Context: an optimization exercise on an open-source flow, tuned for small area and few clock cycles per item. The choices shown serve that exercise and are no tape-out recipe.
Only simulation tests tie the RTL to the original design; equivalence was not proved.

==> flow/design.v, too long to show whole: its modules and the start of the top module <==
// module dct8c_ctrl: 21 lines
// module dct8_column_fixed_point: 5188 lines
// module dct8c_fa: 11 lines
module dct8_column_fixed_point
(
    input  logic                aclk,
    input  logic                aresetn,
    input  logic                s_valid,
    output logic                s_ready,
    input  logic signed [15:0]  s_sample_0,
    input  logic signed [15:0]  s_sample_1,
    input  logic signed [15:0]  s_sample_2,
    input  logic signed [15:0]  s_sample_3,
    input  logic signed [15:0]  s_sample_4,
    input  logic signed [15:0]  s_sample_5,
    input  logic signed [15:0]  s_sample_6,
    input  logic signed [15:0]  s_sample_7,
    output logic                m_valid,
    input  logic                m_ready,
    output logic signed [18:0]  m_coef_0,
    output logic signed [17:0]  m_coef_1,
    output logic signed [17:0]  m_coef_2,
    output logic signed [17:0]  m_coef_3,
    output logic signed [18:0]  m_coef_4,
    output logic signed [17:0]  m_coef_5,
    output logic signed [17:0]  m_coef_6,
    output logic signed [17:0]  m_coef_7
);
  // ...
==> flow/run.sh <==
#!/bin/bash
# synth_recipe.tcl (not shown) runs the flow's synth.tcl, then flattens the netlist and writes it again
# the make line also repeats each setting of config.mk as NAME=value (left out here)
make -C /OpenROAD-flow-scripts/flow DESIGN_CONFIG=/design/flow/config.mk WORK_HOME=/design/flow/orfs CLKGATE_MAP_FILE= SYNTH_SCRIPT=/design/flow/synth_recipe.tcl finish
==> flow/config.mk <==
export PLATFORM = sky130hd
export DESIGN_NAME = dct8_column_fixed_point
export DESIGN_NICKNAME = dct8_column_fixed_point
export VERILOG_FILES = /design/flow/design.v
export SDC_FILE = /design/flow/constraint.sdc
export NUM_CORES = 4
export LEC_CHECK = 0
export CAP_MARGIN = 20
export CORE_MARGIN = 2
export CORE_UTILIZATION = 60
export CTS_BUF_LIST = sky130_fd_sc_hd__clkbuf_8
export CTS_CLUSTER_SIZE = 30
export SLEW_MARGIN = 20
export SYNTH_HIERARCHICAL = 1
==> flow/constraint.sdc <==
create_clock -name core_clock -period 7.5 [get_ports {aclk}]
set_input_delay 1.5000 -clock core_clock [delete_from_list [all_inputs] [get_ports {aclk}]]
set_output_delay 1.5000 -clock core_clock [all_outputs]
set_load 0.01 [all_outputs]
==> flow_metrics.env, run 1 <==
export IMPL_drcViolationCount=0
export IMPL_fin_crit_ns=7.36
export IMPL_reg2reg_depth=25
export IMPL_start_util=0.605
export IMPL_topRoutingLayerUsed="met5"
export IMPL_worstMarginPinSlew_ns=0.825
export IMPL_coreArea_um2=77200
export IMPL_port_buffers=279
export IMPL_skew_ns=0.0537
export IMPL_clockRootBuffer="clkbuf_8"
export IMPL_seqCellArea_um2=8480
export IMPL_synth_compound_gate_area_share=0.0778
export IMPL_pre_cts_ws_ns=0.0960
export IMPL_ys_seq_elements=283
export IMPL_synth_edf_count=281
export IMPL_cp_max_fo=5
export IMPL_clock_sinks=283
export IMPL_vias=29395
export IMPL_fin_tns_setup_ns=0
export IMPL_fin_crit_sh=0.981
export IMPL_synth_warnings=8
export IMPL_status="timing/DRC/antenna clean"
export IMPL_syn2layout_area_growth_pct=15.6
export IMPL_diodes=6
export IMPL_wl_met2_mm=57.0
export IMPL_crit_path_cell_trace="buf_6, fa_1, fa_1, fa_1, fa_1, fa_1, ha_4, a21o_1, a21o_1, a21o_1, a22oi_2, nand2_2, o211ai_1, nand4b_1, a21o_1, buf_4, a21oi_2, buf_2"
export IMPL_slew_violations=0
export IMPL_cts_setup_buffers=50
export IMPL_antenna_left=0
export IMPL_synth_common_cells="1,008 x fa_1, 643 x inv_1, 627 x ha_1, 281 x edfxtp_1, 145 x a21oi_1"
export IMPL_synthAdderAreaFrac=0.600
export IMPL_drt_met1_wl_mm=47.1
export IMPL_design_final_nets=6067
Testbench counts, summed over its fixed seeds: cycles 32,016, columns 32,000.
==> run 2, diff against run 1 <==
--- a/flow/config.mk
+++ b/flow/config.mk
@@ -7,8 +7,6 @@
 export LEC_CHECK = 0
 export CAP_MARGIN = 20
 export CORE_MARGIN = 2
-export CORE_UTILIZATION = 60
-export CTS_BUF_LIST = sky130_fd_sc_hd__clkbuf_8
-export CTS_CLUSTER_SIZE = 30
+export CORE_UTILIZATION = 68
 export SLEW_MARGIN = 20
 export SYNTH_HIERARCHICAL = 1
==> run 2 against run 1 <==
Still clean. Setup slack got worse by 0.066 ns. Synthesized cell count unchanged. Die area decreased by 12%. Highest routed layer unchanged. Utilization rose by 8.7 points.
==> flow_metrics.env, run 2 <==
export IMPL_status="timing/DRC/antenna clean"
export IMPL_largest_reg_flops=19
export IMPL_critPathLaunchType="register"
export IMPL_grt_busiest_layer="met2"
export IMPL_h_tree_depth=1
export IMPL_die_y_um=266
export IMPL_clock_path_buffers=3
export IMPL_coreArea_um2=68300
export IMPL_grt_pass1_vias=32469
export IMPL_final_common_cell="fa_1"
export IMPL_finalHoldViolCount=0
export IMPL_grt_max_degree=133
export IMPL_numCtsBuffers=31
export IMPL_grt_use_met3=0.0474
export IMPL_seq_area_frac_synth=0.181
export IMPL_synth_async_reset_ratio=0
export IMPL_synth_warnings=8
export IMPL_worstPathArrival_ns=5.92
export IMPL_synth_cell_types=86
export IMPL_setup_viol=0
export IMPL_syn_area_um2=46700
export IMPL_relSlewSlack=0.419
export IMPL_yosysTopAreaCell="fa_1"
export IMPL_cap_violations=0
export IMPL_yosysMostFrequentCell="fa_1"
export IMPL_cts_tree="done"
export IMPL_cp_end_kind="output pin"
export IMPL_clockRootBuffer="clkbuf_16"
export IMPL_rsz0062_at_grt="true"
export IMPL_vias=29798
export IMPL_fin_tns_setup_ns=0
export IMPL_overflow=0
export IMPL_drive_gt1_frac=0.0839
export IMPL_io_pins=280
export IMPL_pre_cts_ws_ns=0.122
export IMPL_fillers=4333
export IMPL_place_gp_congestion=0.963
export IMPL_antenna_found_initial=11
export IMPL_hold_ws_ns=0.468
export IMPL_vias_per_cell=5.75
export IMPL_fin_crit_sh=0.990
export IMPL_wl_per_cell_um=21.6
export IMPL_met2_usage=0.562
export IMPL_grt_pass1_wl_mm=175
export IMPL_synthCells=3737
export IMPL_fp_dieW_um=266
export IMPL_dr_pass1_iters=5
export IMPL_synth_top_area_share=0.432
export IMPL_die_area_um2=70800
export IMPL_crit_type="reg -> out"
export IMPL_postSynthAreaPerCell_um2=12.5
export IMPL_synth_edf_count=281
export IMPL_min_path_type="reg -> reg"
export IMPL_synth_common_cells="1,008 x fa_1, 643 x inv_1, 627 x ha_1, 281 x edfxtp_1, 145 x a21oi_1"
export IMPL_skew_ns=0.0247
export IMPL_syn2layout_area_growth_pct=15.0
export IMPL_ys_seq_elements=283
export IMPL_start_util=0.684
export IMPL_clk_pin_slew_ns=0.06
export IMPL_antenna_left=0
export IMPL_design_final_nets=6032
export IMPL_synthTopCellsByArea="fa_1 43%, edfxtp_1 18%, ha_1 17%, inv_1 5.2%, xnor2_1 2.3%"
export IMPL_drcViolationCount=0
export IMPL_fin_crit_ns=7.42
export IMPL_track_usage=0.326
export IMPL_cp_max_fo=6
export IMPL_rows=96
export IMPL_mostFrequentLayoutCells="1,002 x fa_1, 642 x inv_1, 601 x ha_1"
export IMPL_required_ns=6.00
export IMPL_slew_violations=0
export IMPL_final_util=0.786
export IMPL_dr_first_iter_drc_count=1859
export IMPL_port_buffers=279
export IMPL_max_clock_freq_mhz=135
export IMPL_synth_main_ff_cell="edfxtp_1"
export IMPL_clock_latency_ns=0.62
export IMPL_worstMarginPinSlew_ns=0.871
export IMPL_hpwl_mm=93.3
export IMPL_grtUsageMet1=0.427
export IMPL_clock_sinks=283
export IMPL_layout_setup_ws_ns=0.0759
export IMPL_drt_total_wl_mm=112
run 2: cell counts after synthesis:
No cell type changed its count.
run 2: per-stage QoR:
| step | cells | cell area, um^2 |
|---|---|---|
| 6_report | 5180 | 53800 |
| 5_1_grt | 5179 | 53700 |
| 4_1_cts | 5139 | 53200 |
| 3_5_place_dp | 5034 | 51500 |
| 3_3_place_gp | 5034 | 51500 |
| 2_1_floorplan | 3783 | 46900 |
run 2: area by class of cell:
| type | count | area, um^2 | share of cell area |
|---|---|---|---|
| clock inverters | 25 | 251 | 0.00468 |
| well taps | 882 | 1100 | 0.0205 |
| flip-flops and latches | 283 | 8480 | 0.158 |
| diodes | 8 | 20.0 | 0.000372 |
| inverters | 648 | 2440 | 0.0453 |
| multi-input cells | 2838 | 36400 | 0.678 |
| clock buffers | 33 | 783 | 0.0146 |
| repair buffers | 463 | 4230 | 0.0787 |
run 2: what timing repair did:
item | 4_1_cts | 5_1_grt
gates resized for setup | 75 | 74
pin swaps | 17 | 49
setup endpoints to repair | 45 | 46
hold buffers | 0 | 0
setup buffers | 47 | 33
cloned | 0 | 0
run 2: modules after synthesis (local to each module, per instance):
module	cells inside	area, um^2
dct8_column_fixed_point	2925	30500
dct8c_ctrl	8	82.6
dct8c_fa	1	20.0
run 2: critical path: stages (launching register included):
cell	delay (ns)
edfxtp_1	0.46
buf_4	0.21
fa_1	0.53
fa_1	0.62
fa_1	0.45
fa_1	0.56
fa_1	0.47
ha_4	0.32
nand4_1	0.12
or2_4	0.29
o311ai_4	0.34
buf_4	0.18
nand3_1	0.08
a211o_1	0.31
a211oi_2	0.21
buf_2	0.17
run 2: per-layer routing:
layer / share of wire / vias up
met5: 0.00030 / -
met4: 0.042 / 6
met3: 0.060 / 272
met2: 0.51 / 955
met1: 0.39 / 15264
li1: - / 13301
run 2: cells by family after synthesis:
family | Yosys count | synth area share
multiplexers | 2 | 0.000455
adder cells (fa/ha/maj) | 1635 | 0.600
flip-flops | 283 | 0.181
XOR/XNOR | 238 | 0.0446
AO/OA/AOI/OAI | 516 | 0.0778
AND/OR/NAND/NOR | 400 | 0.0425
other | 1 | 0.0000803
buffers and inverters | 662 | 0.0533
run 2: final timing paths:
kind                  from            end  slack [ns]  cells after the start
min          u_ctrl.valid1  u_ctrl.valid1        0.47                      2
min reg2reg  u_ctrl.valid1  u_ctrl.valid1        0.47                      2
max             os1_reg[8]   m_coef_7[16]        0.08                     15
max reg2reg     sa_reg[13]    os0_reg[15]        0.46                     23
==> run 3, diff against run 2 <==
--- a/flow/config.mk
+++ b/flow/config.mk
@@ -7,6 +7,8 @@
 export LEC_CHECK = 0
 export CAP_MARGIN = 20
 export CORE_MARGIN = 2
-export CORE_UTILIZATION = 68
+export CORE_UTILIZATION = 60
+export CTS_CLUSTER_DIAMETER = 80
+export CTS_CLUSTER_SIZE = 20
 export SLEW_MARGIN = 20
 export SYNTH_HIERARCHICAL = 1
==> run 3 against run 2 <==
Still clean on timing, DRC and antenna. Utilization is 9.1 points lower. Clock-buffer cell count is 5 lower. Sequential share of layout area hardly changed. Setup slack better by 0.095 ns. Wire length is 0.47% lower. Non-clock buffer count is 1 higher. Synthesized area stayed put. Die area is 13% higher. First-iteration DRC count is 14% lower.
==> flow_metrics.env, run 3 <==
export IMPL_status="timing/DRC/antenna clean"
export IMPL_synth_main_ff_cell="edfxtp_1"
export IMPL_crit_type="reg -> out"
export IMPL_track_usage=0.288
export IMPL_cap_violations=0
export IMPL_drcViolationCount=0
export IMPL_place_gp_congestion=0.910
export IMPL_clock_latency_ns=0.58
export IMPL_skew_ns=0.0302
export IMPL_synth_cell_types=86
export IMPL_synth_compound_gate_area_share=0.0778
export IMPL_dr_pass1_iters=5
export IMPL_finalHoldViolCount=0
export IMPL_finalNonFillerCells=5324
export IMPL_cpPeakStageDelay_ns=0.61
export IMPL_cp_end_kind="output pin"
export IMPL_topRoutingLayerUsed="met5"
export IMPL_synth_xor_area_frac=0.0446
export IMPL_synth_top_area_share=0.432
export IMPL_synth_edf_count=281
export IMPL_wl_met2_mm=56.9
export IMPL_fin_area_um2=53700
export IMPL_seq_area_frac_synth=0.181
export IMPL_synth_async_reset_ratio=0
export IMPL_synth_top_family_by_area="adder cells"
export IMPL_muxShareOfSynthArea=0.000455
export IMPL_io_pins=280
export IMPL_cts_tree="done"
export IMPL_worstPathArrival_ns=5.83
export IMPL_dpl_cell_area_um2=51900
export IMPL_synthAdderAreaFrac=0.600
export IMPL_dr_first_iter_drc_count=1593
export IMPL_crit_path_cell_trace="buf_4, fa_1, fa_1, fa_1, fa_2, fa_2, ha_4, nand4_1, or3_1, a21oi_2, o2111ai_2, a31oi_4, a221o_1, xor2_1, clkdlybuf4s15_1"
export IMPL_pre_cts_ws_ns=0.0960
export IMPL_syn2layout_area_growth_pct=14.9
export IMPL_design_final_nets=6028
export IMPL_clockRootBuffer="clkbuf_16"
export IMPL_h_tree_depth=1
export IMPL_crit_slowest_cell="fa_2"
export IMPL_grt_pass1_wl_mm=178
export IMPL_vias=29181
export IMPL_ys_seq_elements=283
export IMPL_postSynthAreaPerCell_um2=12.5
export IMPL_synthTopCellsByArea="fa_1 43%, edfxtp_1 18%, ha_1 17%, inv_1 5.2%, xnor2_1 2.3%"
export IMPL_place_inst=5208
export IMPL_min_delay_path_depth=2
export IMPL_worstMarginPinSlew_ns=0.834
export IMPL_drt_total_wl_mm=111
export IMPL_antenna_left=0
export IMPL_setup_viol=0
export IMPL_coreArea_um2=77200
export IMPL_clk_pin_slew_ns=0.08
export IMPL_max_clock_freq_mhz=136
export IMPL_fp_dieW_um=283
export IMPL_fin_crit_ns=7.33
export IMPL_grt_max_degree=149
export IMPL_die_y_um=283
export IMPL_syn_area_um2=46700
export IMPL_start_util=0.605
export IMPL_vias_per_cell=5.48
export IMPL_layout_setup_ws_ns=0.171
export IMPL_hpwl_mm=95.9
export IMPL_multi_input_area_um2=36300
export IMPL_drt_met1_wl_mm=46.4
export IMPL_reg2reg_depth=25
export IMPL_slew_violations=0
export IMPL_relSlewSlack=0.437
export IMPL_synth_warnings=8
export IMPL_synthCells=3737
export IMPL_yosysTopAreaCell="fa_1"
export IMPL_fillers=5790
export IMPL_cpMostUsedCell="fa_1"
export IMPL_numCtsBuffers=26
export IMPL_synth_common_cells="1,008 x fa_1, 643 x inv_1, 627 x ha_1, 281 x edfxtp_1, 145 x a21oi_1"
export IMPL_rows=102
export IMPL_antenna_found_initial=10
export IMPL_grt_pass1_vias=32121
export IMPL_critPathLaunchType="register"
export IMPL_synthSimpleGateAreaFrac=0.0425
export IMPL_required_ns=6.00
export IMPL_clock_sinks=283
export IMPL_final_common_cell="fa_1"
export IMPL_cp_max_fo=5
export IMPL_clock_path_buffers=3
export IMPL_drive_gt1_frac=0.0797
export IMPL_seqCellArea_um2=8480
export IMPL_route_met3_wl_mm=5.04
export IMPL_overflow=0
export IMPL_final_util=0.695
export IMPL_mostFrequentLayoutCells="1,002 x fa_1, 642 x inv_1, 609 x ha_1"
export IMPL_wl_per_cell_um=20.9
export IMPL_yosysMostFrequentCell="fa_1"
export IMPL_min_path_type="reg -> reg"
export IMPL_fin_crit_sh=0.977
export IMPL_port_buffers=279
export IMPL_die_area_um2=80100
export IMPL_largest_reg_flops=19
run 3: cells by family after synthesis:
| family | Yosys count |
|---|---|
| muxes | 2 |
| DFF | 283 |
| buffers and inverters | 662 |
| xor gates and xnor gates | 238 |
| other | 1 |
| AOI/OAI and AO/OA | 516 |
| adders and majority gates | 1635 |
| and+or+nand+nor | 400 |
run 3: final cells by class:
cell class,count,area share
sequential,283,0.158
multi-input combinational,2838,0.676
antenna,5,0.000233
timing repair buffer,464,0.0787
tap,1040,0.0242
clock inverter,18,0.00445
clock buffer,28,0.0127
inverter,648,0.0454
run 3: per-stage QoR:
step / TNS (ns) / hold slack (ns)
after floorplan: 0 / 0.438
after global placement: 0 / 0.451
after detailed placement: 0 / 0.457
after CTS: -0.0228 / 0.468
after global routing: -0.0803 / 0.502
final: 0 / 0.461
run 3: worst max-delay path, delay by kind of cell, from the launching register on:
kind,cells,cell delay (ns)
fa+ha+maj,6,2.86
compound gates,4,0.86
flops,1,0.48
simple gates,2,0.47
buf+inv,2,0.44
xor+xnor,1,0.15
run 3: worst paths after layout:
kind / startpoint / end / slack (ns)
setup / recovery: os0_reg[8] / m_coef_3[16] / 0.17
hold / removal: u_ctrl.valid1 / u_ctrl.valid1 / 0.46
setup reg to reg: qa_reg[14] / oq0_reg[15] / 0.41
hold reg to reg: u_ctrl.valid1 / u_ctrl.valid1 / 0.46
run 3: routing by layer:
layer / vias to the layer above / GRT usage
met5: - / 0
li1: 13271 / -
met1: 15104 / 0.393
met2: 639 / 0.500
met3: 157 / 0.0300
met4: 10 / 0.0684
run 3: timing repair:
item                       in CTS  in global routing
pin swaps                      16                 31
hold buffers                    0                  0
resized for setup              53                 73
setup endpoints to repair      42                 46
buffers inserted               46                 19
cloned                          0                  0
run 3: Yosys stat by module (local to each module, per instance):
module	flip-flops and latches	cell area [um^2]	copies in the design
dct8_column_fixed_point	281	30500	1
dct8c_ctrl	2	82.6	1
dct8c_fa	0	20.0	804
==> run 4, diff against run 3 <==
--- a/flow/config.mk
+++ b/flow/config.mk
@@ -8,7 +8,5 @@
 export CAP_MARGIN = 20
 export CORE_MARGIN = 2
 export CORE_UTILIZATION = 60
-export CTS_CLUSTER_DIAMETER = 80
-export CTS_CLUSTER_SIZE = 20
 export SLEW_MARGIN = 20
 export SYNTH_HIERARCHICAL = 1
==> run 4 against run 3 <==
Critical path depth is 1 higher. First-iteration DRC count grew 0.56%. Clock-buffer cell count increased by 21. Critical endpoint is now m_coef_7[16]. Die area unchanged. Flip-flop and latch count did not move. Cell area increased by 0.24%. Sequential share of layout area is essentially flat. Global-route usage grew 0.32 points. Register-to-register slack about the same.
==> flow_metrics.env, run 4 <==
export IMPL_synth_common_cells="1,008 x fa_1, 643 x inv_1, 627 x ha_1, 281 x edfxtp_1, 145 x a21oi_1"
export IMPL_grt_pass1_vias=32225
export IMPL_crit_type="reg -> out"
export IMPL_fin_crit_sh=0.978
export IMPL_drcViolationCount=0
export IMPL_dr_pass1_iters=5
export IMPL_crit_path_end="m_coef_7[16]"
export IMPL_final_util=0.697
export IMPL_setup_viol=0
export IMPL_die_area_um2=80100
export IMPL_hpwl_mm=95.9
export IMPL_rows=102
export IMPL_synth_main_ff_cell="edfxtp_1"
export IMPL_postSynthAreaPerCell_um2=12.5
export IMPL_status="timing/DRC/antenna clean"
export IMPL_ys_seq_elements=283
export IMPL_synthCells=3737
export IMPL_startpoint="os1_reg[14]"
export IMPL_coreArea_um2=77200
export IMPL_largest_reg_flops=19
export IMPL_port_buffers=279
export IMPL_slew_violations=0
export IMPL_multi_input_area_um2=36300
export IMPL_synthAdderAreaFrac=0.600
export IMPL_synthSimpleGateAreaFrac=0.0425
export IMPL_fin_crit_ns=7.33
export IMPL_antenna_found_initial=10
export IMPL_finalHoldViolCount=0
export IMPL_antenna_left=0
export IMPL_numCtsBuffers=36
export IMPL_track_usage=0.291
export IMPL_cp_max_fo=5
export IMPL_synth_top_family_by_area="adder cells"
export IMPL_min_delay_path_depth=2
export IMPL_cp_end_kind="output pin"
export IMPL_worstMarginPinSlew_ns=0.851
export IMPL_drive_gt1_frac=0.0776
export IMPL_synth_compound_gate_area_share=0.0778
export IMPL_h_tree_depth=2
export IMPL_min_path_type="reg -> reg"
export IMPL_relSlewSlack=0.425
export IMPL_seq_area_frac_synth=0.181
export IMPL_clk_pin_slew_ns=0.05
export IMPL_r2r_end="oq0_reg[15]"
export IMPL_muxShareOfSynthArea=0.000455
export IMPL_required_ns=6.00
export IMPL_wl_per_cell_um=21.0
export IMPL_max_clock_freq_mhz=136
export IMPL_dr_first_iter_drc_count=1602
export IMPL_syn2layout_area_growth_pct=15.2
export IMPL_fp_dieW_um=283
export IMPL_layout_setup_ws_ns=0.169
export IMPL_mostFrequentLayoutCells="1,003 x fa_1, 642 x inv_1, 611 x ha_1"
export IMPL_design_final_nets=6033
export IMPL_grt_max_degree=149
export IMPL_yosysMostFrequentCell="fa_1"
export IMPL_reg2reg_depth=25
export IMPL_clock_sinks=283
export IMPL_fillers=5781
export IMPL_synth_warnings=8
export IMPL_vias_per_cell=5.49
export IMPL_skew_ns=0.0220
export IMPL_seqCellArea_um2=8480
export IMPL_die_y_um=283
export IMPL_start_util=0.605
export IMPL_worstPathArrival_ns=5.83
export IMPL_synth_async_reset_ratio=0
export IMPL_critPathLaunchType="register"
export IMPL_syn_area_um2=46700
export IMPL_synthTopCellsByArea="fa_1 43%, edfxtp_1 18%, ha_1 17%, inv_1 5.2%, xnor2_1 2.3%"
export IMPL_drt_total_wl_mm=112
export IMPL_clock_path_buffers=3
export IMPL_synth_top_area_share=0.432
export IMPL_dpl_cell_area_um2=51900
export IMPL_overflow=0
export IMPL_pre_cts_ws_ns=0.0960
export IMPL_timing_reg2reg_setup_slack_ns=0.42
export IMPL_cts_hold_buf=0
export IMPL_cap_violations=0
export IMPL_place_gp_congestion=0.910
export IMPL_synth_xor_area_frac=0.0446
export IMPL_grt_pass1_wl_mm=179
export IMPL_r2r_start="qa_reg[14]"
export IMPL_io_pins=280
export IMPL_clock_latency_ns=0.56
export IMPL_clockRootBuffer="clkbuf_16"
export IMPL_cts_tree="done"
export IMPL_synth_edf_count=281
export IMPL_vias=29321
export IMPL_synth_cell_types=86
export IMPL_fin_area_um2=53800
export IMPL_final_common_cell="fa_1"
export IMPL_yosysTopAreaCell="fa_1"
-- run 4: cell counts after synthesis --
No cell type changed its count.
-- run 4: per-module statistics from Yosys, one instance, submodules excluded --
module	flip-flops and latches	copies in the design	area (um^2)	cells inside
dct8_column_fixed_point	281	1	30500	2925
dct8c_ctrl	2	1	82.6	8
dct8c_fa	0	804	20.0	1
-- run 4: kinds of logic after synthesis --
group,after synthesis
other cells,1
fa+ha+maj,1635
simple gates,400
buf+inv,662
mux,2
xor+xnor,238
flops,283
compound gates,516
-- run 4: metrics by stage --
step           setup TNS [ns]  hold WS [ns]  instances
4_1_cts                     0         0.465       5316
5_1_grt               -0.0597         0.498       5336
3_3_place_gp                0         0.451       5208
2_1_floorplan               0         0.438       3783
6_report                    0         0.456       5338
3_5_place_dp                0         0.457       5208
-- run 4: worst min-delay path by stage --
stage	startpoint	to	slack [ns]
after detailed placement	u_ctrl.valid1	u_ctrl.valid1	0.46
after CTS	u_ctrl.valid1	u_ctrl.valid1	0.46
after floorplan	u_ctrl.valid1	u_ctrl.valid1	0.44
final	u_ctrl.valid1	u_ctrl.valid1	0.46
after global routing	u_ctrl.valid1	u_ctrl.valid1	0.50
after global placement	u_ctrl.valid1	u_ctrl.valid1	0.45
-- run 4: repair_timing --
action | 4_1_cts | 5_1_grt
endpoints found under the setup margin | 39 | 46
gates resized for setup | 49 | 61
pin swaps | 13 | 32
buffers inserted | 43 | 17
-- run 4: cell type report --
cell class / instances / area share
multi-input cells: 2838 / 0.674
flip-flops and latches: 283 / 0.158
clock buffers: 49 / 0.0184
inverters: 648 / 0.0453
diodes: 5 / 0.000233
clock inverters: 16 / 0.00235
repair buffers: 459 / 0.0778
well taps: 1040 / 0.0242
-- run 4: layer usage --
| layer | wire, um | GRT usage |
|---|---|---|
| met2 | 57000 | 0.502 |
| met5 | 68 | 0 |
| met3 | 5380 | 0.0329 |
| met4 | 3250 | 0.0806 |
| met1 | 46400 | 0.395 |
-- run 4: worst max-delay path, stage by stage (launching register included) --
cell	delay, ns
edfxtp_1	0.48
buf_4	0.18
buf_4	0.12
fa_1	0.56
fa_1	0.45
fa_2	0.58
fa_1	0.47
fa_2	0.51
ha_4	0.31
and3_4	0.19
nand2_2	0.09
o311ai_4	0.38
buf_4	0.18
nand3_1	0.08
a211o_1	0.30
a211oi_1	0.21
buf_2	0.17
==> run 5, diff against run 4 <==
--- a/flow/config.mk
+++ b/flow/config.mk
@@ -8,5 +8,7 @@
 export CAP_MARGIN = 20
 export CORE_MARGIN = 2
 export CORE_UTILIZATION = 60
+export CTS_CLUSTER_DIAMETER = 100
+export CTS_CLUSTER_SIZE = 24
 export SLEW_MARGIN = 20
 export SYNTH_HIERARCHICAL = 1
==> run 5 against run 4 <==
Utilization is 0.42 points lower. Flip-flop and latch count stayed put. Critical path type unchanged. Hold slack better by 0.0075 ns. Global-route usage is 0.39 points lower. Synthesized area stayed put. Still clean on timing, DRC and antenna. Sequential share of layout area is 0.095 points higher. Critical path depth is 2 higher. Clock skew is 0.030 ns higher. Via count is 0.73% lower. Synthesized cell count stayed put. Cell area is 0.60% lower.
==> flow_metrics.env, run 5 <==
export IMPL_hold_path_startpoint="u_ctrl.valid1"
export IMPL_final_common_cell="fa_1"
export IMPL_fin_area_um2=53500
export IMPL_cp_max_fo=4
export IMPL_reg2reg_depth=25
export IMPL_design_final_nets=6026
export IMPL_status="timing/DRC/antenna clean"
export IMPL_io_pins=280
export IMPL_relSlewSlack=0.436
export IMPL_crit_path_cell_trace="buf_4, fa_1, fa_1, fa_1, fa_1, fa_1, ha_1, buf_4, and3_1, nand2_2, nor2_1, a21oi_2, o311ai_4, a41oi_2, buf_4, o21bai_1, xor2_1, clkdlybuf4s15_1"
export IMPL_cts_tree="done"
export IMPL_coreArea_um2=77200
export IMPL_fin_crit_ns=7.33
export IMPL_r2r_end="oq0_reg[15]"
export IMPL_finalHoldViolCount=0
export IMPL_setup_viol=0
export IMPL_rsz0062_at_grt="true"
export IMPL_yosysTopAreaCell="fa_1"
export IMPL_worstMarginPinSlew_ns=0.846
export IMPL_dr_pass1_iters=5
export IMPL_drive_gt1_frac=0.0772
export IMPL_fp_dieW_um=283
export IMPL_start_util=0.605
export IMPL_clk_pin_slew_ns=0.09
export IMPL_largest_reg_flops=19
export IMPL_required_ns=6.00
export IMPL_cp_end_kind="output pin"
export IMPL_rows=102
export IMPL_drcViolationCount=0
export IMPL_fin_tns_setup_ns=0
export IMPL_synth_main_ff_cell="edfxtp_1"
export IMPL_synthTopCellsByArea="fa_1 43%, edfxtp_1 18%, ha_1 17%, inv_1 5.2%, xnor2_1 2.3%"
export IMPL_seq_area_frac_synth=0.181
export IMPL_hpwl_mm=95.9
export IMPL_place_inst=5208
export IMPL_place_gp_congestion=0.910
export IMPL_synth_common_cells="1,008 x fa_1, 643 x inv_1, 627 x ha_1, 281 x edfxtp_1, 145 x a21oi_1"
export IMPL_die_area_um2=80100
export IMPL_synth_async_reset_ratio=0
export IMPL_drt_total_wl_mm=111
export IMPL_grt_pass1_wl_mm=177
export IMPL_slew_violations=0
export IMPL_fin_crit_sh=0.977
export IMPL_fillers=5815
export IMPL_mostFrequentLayoutCells="1,003 x fa_1, 642 x inv_1, 608 x ha_1"
export IMPL_min_path_type="reg -> reg"
export IMPL_worstPathArrival_ns=5.83
export IMPL_vias=29106
export IMPL_clock_latency_ns=0.58
export IMPL_dr_first_iter_drc_count=1456
export IMPL_track_usage=0.287
export IMPL_cap_violations=0
export IMPL_vias_per_cell=5.47
export IMPL_yosysMostFrequentCell="fa_1"
export IMPL_skew_ns=0.0519
export IMPL_numCtsBuffers=20
export IMPL_dpl_cell_area_um2=51900
export IMPL_worst_path_buf_inv=4
export IMPL_ys_seq_elements=283
export IMPL_grt_max_degree=149
export IMPL_overflow=0
export IMPL_syn_area_um2=46700
export IMPL_port_buffers=279
export IMPL_r2r_start="qa_reg[14]"
export IMPL_syn2layout_area_growth_pct=14.5
export IMPL_crit_family="adder cells"
export IMPL_clockRootBuffer="clkbuf_16"
export IMPL_wl_per_cell_um=20.8
export IMPL_critPathLaunchType="register"
export IMPL_synth_warnings=8
export IMPL_clock_sinks=283
export IMPL_postSynthAreaPerCell_um2=12.5
export IMPL_antenna_left=0
export IMPL_synth_top_area_share=0.432
export IMPL_crit_slowest_cell="fa_1"
export IMPL_synth_edf_count=281
export IMPL_clock_path_buffers=3
export IMPL_grt_pass1_vias=31923
export IMPL_antenna_found_initial=10
export IMPL_cpMostUsedCell="fa_1"
export IMPL_timing_reg2reg_setup_slack_ns=0.43
export IMPL_synthCells=3737
export IMPL_h_tree_depth=1
export IMPL_crit_type="reg -> out"
export IMPL_min_to="u_ctrl.valid1"
export IMPL_finalNonFillerCells=5317
export IMPL_cpPeakStageDelay_ns=0.59
export IMPL_die_y_um=283
export IMPL_min_delay_path_depth=2
export IMPL_synth_cell_types=86
export IMPL_max_clock_freq_mhz=136
run 5: cell counts after synthesis:
Identical to the previous run, type by type.
run 5: worst max-delay path by stage:
stage	from	to	slack (ns)	cells after the start
floorplan	os1_reg[12]	m_coef_7[16]	0.72	14
global placement	s_sample_1[0]	rs_reg[14]	0.22	21
detailed placement	s_sample_2[0]	rs_reg[13]	0.1	23
CTS	oq1_reg[8]	m_coef_1[4]	-0.01	14
global route	oq1_reg[7]	m_coef_1[4]	-0.11	15
finish	os1_reg[13]	m_coef_7[14]	0.17	18
run 5: worst register-to-register path, stage by stage (launching register included):
cell and delay [ns]:
edfxtp_1 0.44, buf_4 0.21, fa_1 0.57, fa_1 0.46
fa_1 0.52, fa_1 0.48, ha_1 0.36, a21oi_1 0.19
nor2b_1 0.19, nand2_1 0.06, o21ai_0 0.07, a21oi_1 0.06
a21oi_1 0.24, inv_1 0.08, fa_1 0.71, inv_1 0.09
ha_1 0.18, o21bai_1 0.15, a21o_1 0.21, a21oi_1 0.15
nor2_1 0.07, o31ai_1 0.33, a21oi_1 0.18, a221o_1 0.34
fa_1 0.38, xnor2_1 0.13
run 5: modules after synthesis (local to each module, per instance):
module / area [um^2] / flip-flops and latches / cells inside
dct8c_fa: 20.0 / 0 / 1
dct8_column_fixed_point: 30500 / 281 / 2925
dct8c_ctrl: 82.6 / 2 / 8
run 5: layout make-up:
class | instances | area [um^2] | share of cell area
Sequential cell | 283 | 8480 | 0.159
Inverter | 648 | 2440 | 0.0455
Antenna cell | 5 | 12.5 | 0.000234
Clock buffer | 21 | 504 | 0.00943
Tap cell | 1040 | 1300 | 0.0243
Clock inverter | 14 | 164 | 0.00306
Timing Repair Buffer | 468 | 4260 | 0.0797
Multi-Input combinational cell | 2838 | 36300 | 0.679
run 5: kinds of logic after synthesis:
logic type	Yosys count	synth area share
flip-flops	283	0.181
other	1	0.0000803
AO/OA/AOI/OAI	516	0.0778
multiplexers	2	0.000455
XOR/XNOR	238	0.0446
buffers and inverters	662	0.0533
adder cells (fa/ha/maj)	1635	0.600
AND/OR/NAND/NOR	400	0.0425
run 5: through the flow:
stage | util | setup WS (ns) | hold slack [ns]
after floorplan | - | 0.720 | 0.438
after global placement | 0.672 | 0.225 | 0.451
after detailed placement | 0.672 | 0.0960 | 0.457
after CTS | 0.687 | -0.0132 | 0.470
after global routing | 0.693 | -0.105 | 0.504
final | 0.693 | 0.172 | 0.464
run 5: routing by layer:
metal  up-vias  track usage  wire [um]
met5         -            0         65
met4        10       0.0649       2720
met3       151       0.0298       4820
met2       614        0.500      56500
met1     15065        0.393      46600
li1      13266            -          -
run 5: what timing repair did:
action                                  CTS  global route
gates resized for setup                  51            66
hold buffers                              0             0
pin swaps                                14            39
buffers inserted                         44            25
endpoints found under the setup margin   42            44
==> run 6, diff against run 5 <==
--- a/flow/config.mk
+++ b/flow/config.mk
@@ -8,7 +8,7 @@
 export CAP_MARGIN = 20
 export CORE_MARGIN = 2
 export CORE_UTILIZATION = 60
-export CTS_CLUSTER_DIAMETER = 100
-export CTS_CLUSTER_SIZE = 24
+export CTS_CLUSTER_DIAMETER = 110
+export CTS_CLUSTER_SIZE = 28
 export SLEW_MARGIN = 20
 export SYNTH_HIERARCHICAL = 1
==> run 6 against run 5 <==
Fmax decreased by 0.42%. Hold slack improved by 0.0017 ns. Critical endpoint is now m_coef_1[15]. Die area unchanged. Cell area decreased by 0.36%. Non-clock buffer count decreased by 7.
==> flow_metrics.env, run 6 <==
export IMPL_fp_dieW_um=283
export IMPL_cpMostUsedCell="fa_1"
export IMPL_cp_end_kind="output pin"
export IMPL_coreArea_um2=77200
export IMPL_numCtsBuffers=17
export IMPL_rows=102
export IMPL_worstMarginPinSlew_ns=0.867
export IMPL_syn_area_um2=46700
export IMPL_yosysTopAreaCell="fa_1"
export IMPL_dr_pass1_iters=6
export IMPL_cts_tree="done"
export IMPL_die_y_um=283
export IMPL_crit_path_cell_trace="buf_4, fa_1, fa_1, fa_1, fa_1, fa_1, ha_4, a21o_1, a21o_1, a21o_1, a22oi_2, nand2_2, o211ai_1, nand4b_1, a21o_1, xor2_1, dlygate4sd2_1"
export IMPL_crit_family="adder cells"
export IMPL_clock_latency_ns=0.55
export IMPL_wl_per_cell_um=20.9
export IMPL_clock_path_buffers=3
export IMPL_synth_top_area_share=0.432
export IMPL_hpwl_mm=95.9
export IMPL_h_tree_depth=1
export IMPL_synth_cell_types=86
export IMPL_io_pins=280
export IMPL_cpPeakStageDelay_ns=0.55
export IMPL_grtUsageMet1=0.393
export IMPL_vias_per_cell=5.50
export IMPL_fin_area_um2=53300
export IMPL_met2_usage=0.499
export IMPL_crit_slowest_cell="fa_1"
export IMPL_worstPathArrival_ns=5.86
export IMPL_ys_seq_elements=283
export IMPL_synth_async_reset_ratio=0
export IMPL_skew_ns=0.0358
export IMPL_finalHoldViolCount=0
export IMPL_cp_max_fo=5
export IMPL_die_area_um2=80100
export IMPL_postSynthAreaPerCell_um2=12.5
export IMPL_largest_reg_flops=19
export IMPL_status="timing/DRC/antenna clean"
export IMPL_track_usage=0.287
export IMPL_grt_busiest_layer="met2"
export IMPL_start_util=0.605
export IMPL_fin_crit_sh=0.981
export IMPL_yosysMostFrequentCell="fa_1"
export IMPL_grt_use_met3=0.0290
export IMPL_final_util=0.690
export IMPL_synthCells=3737
export IMPL_worst_path_buf_inv=2
export IMPL_synth_common_cells="1,008 x fa_1, 643 x inv_1, 627 x ha_1, 281 x edfxtp_1, 145 x a21oi_1"
export IMPL_fin_crit_ns=7.36
export IMPL_clockRootBuffer="clkbuf_16"
export IMPL_place_gp_congestion=0.910
export IMPL_vias=29188
export IMPL_synthTopCellsByArea="fa_1 43%, edfxtp_1 18%, ha_1 17%, inv_1 5.2%, xnor2_1 2.3%"
export IMPL_port_buffers=279
export IMPL_clk_pin_slew_ns=0.11
export IMPL_drt_total_wl_mm=111
export IMPL_setup_viol=0
export IMPL_design_final_nets=6016
export IMPL_synth_edf_count=281
export IMPL_critPathLaunchType="register"
export IMPL_grt_pass1_wl_mm=177
export IMPL_max_clock_freq_mhz=136
export IMPL_clock_sinks=283
export IMPL_required_ns=6.00
export IMPL_crit_type="reg -> out"
export IMPL_drive_gt1_frac=0.0742
export IMPL_mostFrequentLayoutCells="1,004 x fa_1, 642 x inv_1, 609 x ha_1"
export IMPL_overflow=0
export IMPL_slew_violations=0
export IMPL_antenna_left=0
export IMPL_syn2layout_area_growth_pct=14.1
export IMPL_seq_area_frac_synth=0.181
export IMPL_synth_main_ff_cell="edfxtp_1"
export IMPL_grt_max_degree=149
export IMPL_cap_violations=0
export IMPL_antenna_found_initial=10
export IMPL_dr_first_iter_drc_count=1497
export IMPL_min_path_type="reg -> reg"
export IMPL_relSlewSlack=0.422
export IMPL_grt_pass1_vias=31932
export IMPL_synth_warnings=8
export IMPL_drcViolationCount=0
export IMPL_final_common_cell="fa_1"
export IMPL_dpl_cell_area_um2=51900
-- run 6: cell types whose count changed in the layout (fill, tap and decap cells not counted), moves of 2 or more --
cell / change
inv_12: -3
clkdlybuf4s15_1: -2
clkinv_2: -2
ha_4: -2
clkbuf_16: -3
buf_4: -6
-- run 6: area by class of cell --
class | count | area (um^2)
sequential | 283 | 8480
tap | 1040 | 1300
clock buffer | 18 | 429
fill | 5831 | 23900
antenna | 5 | 12.5
timing repair buffer | 461 | 4200
multi-input combinational | 2838 | 36300
inverter | 648 | 2440
clock inverter | 10 | 135
-- run 6: routing by layer --
layer,vias to the layer above,wire [um],part of all wire
li1,13242,-,-
met1,15125,46400,0.42
met2,657,56700,0.51
met3,154,4870,0.044
met4,10,2930,0.026
met5,-,67,0.00060
-- run 6: per-module statistics from Yosys (local to each module, per instance) --
module / cells inside / times used
dct8_column_fixed_point: 2925 / 1
dct8c_fa: 1 / 804
dct8c_ctrl: 8 / 1
-- run 6: cell families (layout without fill, tap and decap cells) --
kind of cell / count (synthesis) / count (layout) / synth area share
buffers and inverters: 662 / 1137 / 0.0533
flip-flops: 283 / 283 / 0.181
AO/OA/AOI/OAI: 516 / 516 / 0.0778
multiplexers: 2 / 2 / 0.000455
other: 1 / 52 / 0.0000803
XOR/XNOR: 238 / 238 / 0.0446
AND/OR/NAND/NOR: 400 / 400 / 0.0425
adder cells (fa/ha/maj): 1635 / 1635 / 0.600
-- run 6: worst paths after layout --
kind                                     from            end  slack [ns]  cells past startpoint
worst max-delay path              oq1_reg[13]   m_coef_1[15]        0.14                     17
worst min-delay path            u_ctrl.valid1  u_ctrl.valid1        0.47                      2
worst max register to register     sa_reg[13]    os0_reg[15]        0.42                     23
worst min register to register  u_ctrl.valid1  u_ctrl.valid1        0.47                      2
-- run 6: tightest hold or removal path: cells and delay by family (launching register included) --
family        cells  cell delay (ns)
flops             1             0.33
simple gates      1             0.05
mux               1             0.05
-- run 6: per-stage QoR --
| step | cells | hold slack [ns] | worst slack, ns | TNS (ns) |
|---|---|---|---|---|
| floorplan | 3783 | 0.438 | 0.720 | 0 |
| global placement | 5208 | 0.451 | 0.225 | 0 |
| detailed placement | 5208 | 0.457 | 0.0960 | 0 |
| CTS | 5276 | 0.473 | 0.000224 | 0 |
| global route | 5301 | 0.506 | -0.0253 | -0.0802 |
| finish | 5303 | 0.465 | 0.141 | 0 |
-- run 6: what timing repair did --
item                       in CTS  in global routing
setup endpoints to repair      41                 47
buffers inserted               40                 22
gates resized for setup        51                 60
hold buffers                    0                  0
pin swaps                      15                 35

==> port drivers added, routing unchanged <==
No port has a modelled driver above. Below, the same layouts with a new extraction and two added sets of constraints.
Step 1, drivers: a clkbuf_16 drives aclk and a buf_2 each remaining input, both assumed.
Step 2 moves the port delays by t, midway between the first and last clock arrival at a register: inputs arrive t later, outputs are due t later. That takes back most of the time a late clock gives input paths.
Three values: no drivers, after step 1, after step 2; two values: the first two.
run | t, ns | slack for setup (ns) | slew at the worst register clock pin (ns) | worst data-port slew with drivers (ns)
run 1 | 0.714 | 0.142 / 0.076 / 0.073 | 0.08 / 0.08 | 0.15
run 2 | 0.671 | 0.076 / 0.009 / 0.079 | 0.07 / 0.07 | 0.14
run 3 | 0.633 | 0.171 / 0.103 / 0.063 | 0.08 / 0.08 | 0.15
run 4 | 0.622 | 0.169 / 0.101 / 0.065 | 0.07 / 0.07 | 0.13
run 5 | 0.621 | 0.172 / 0.106 / 0.088 | 0.10 / 0.10 | 0.16
run 6 | 0.599 | 0.141 / 0.075 / 0.088 | 0.12 / 0.12 | 0.14
After both steps every run listed still meets setup and hold. The setup slack of run 3, which loses most, moves by -0.068 ns with the drivers and by -0.108 ns with both steps.
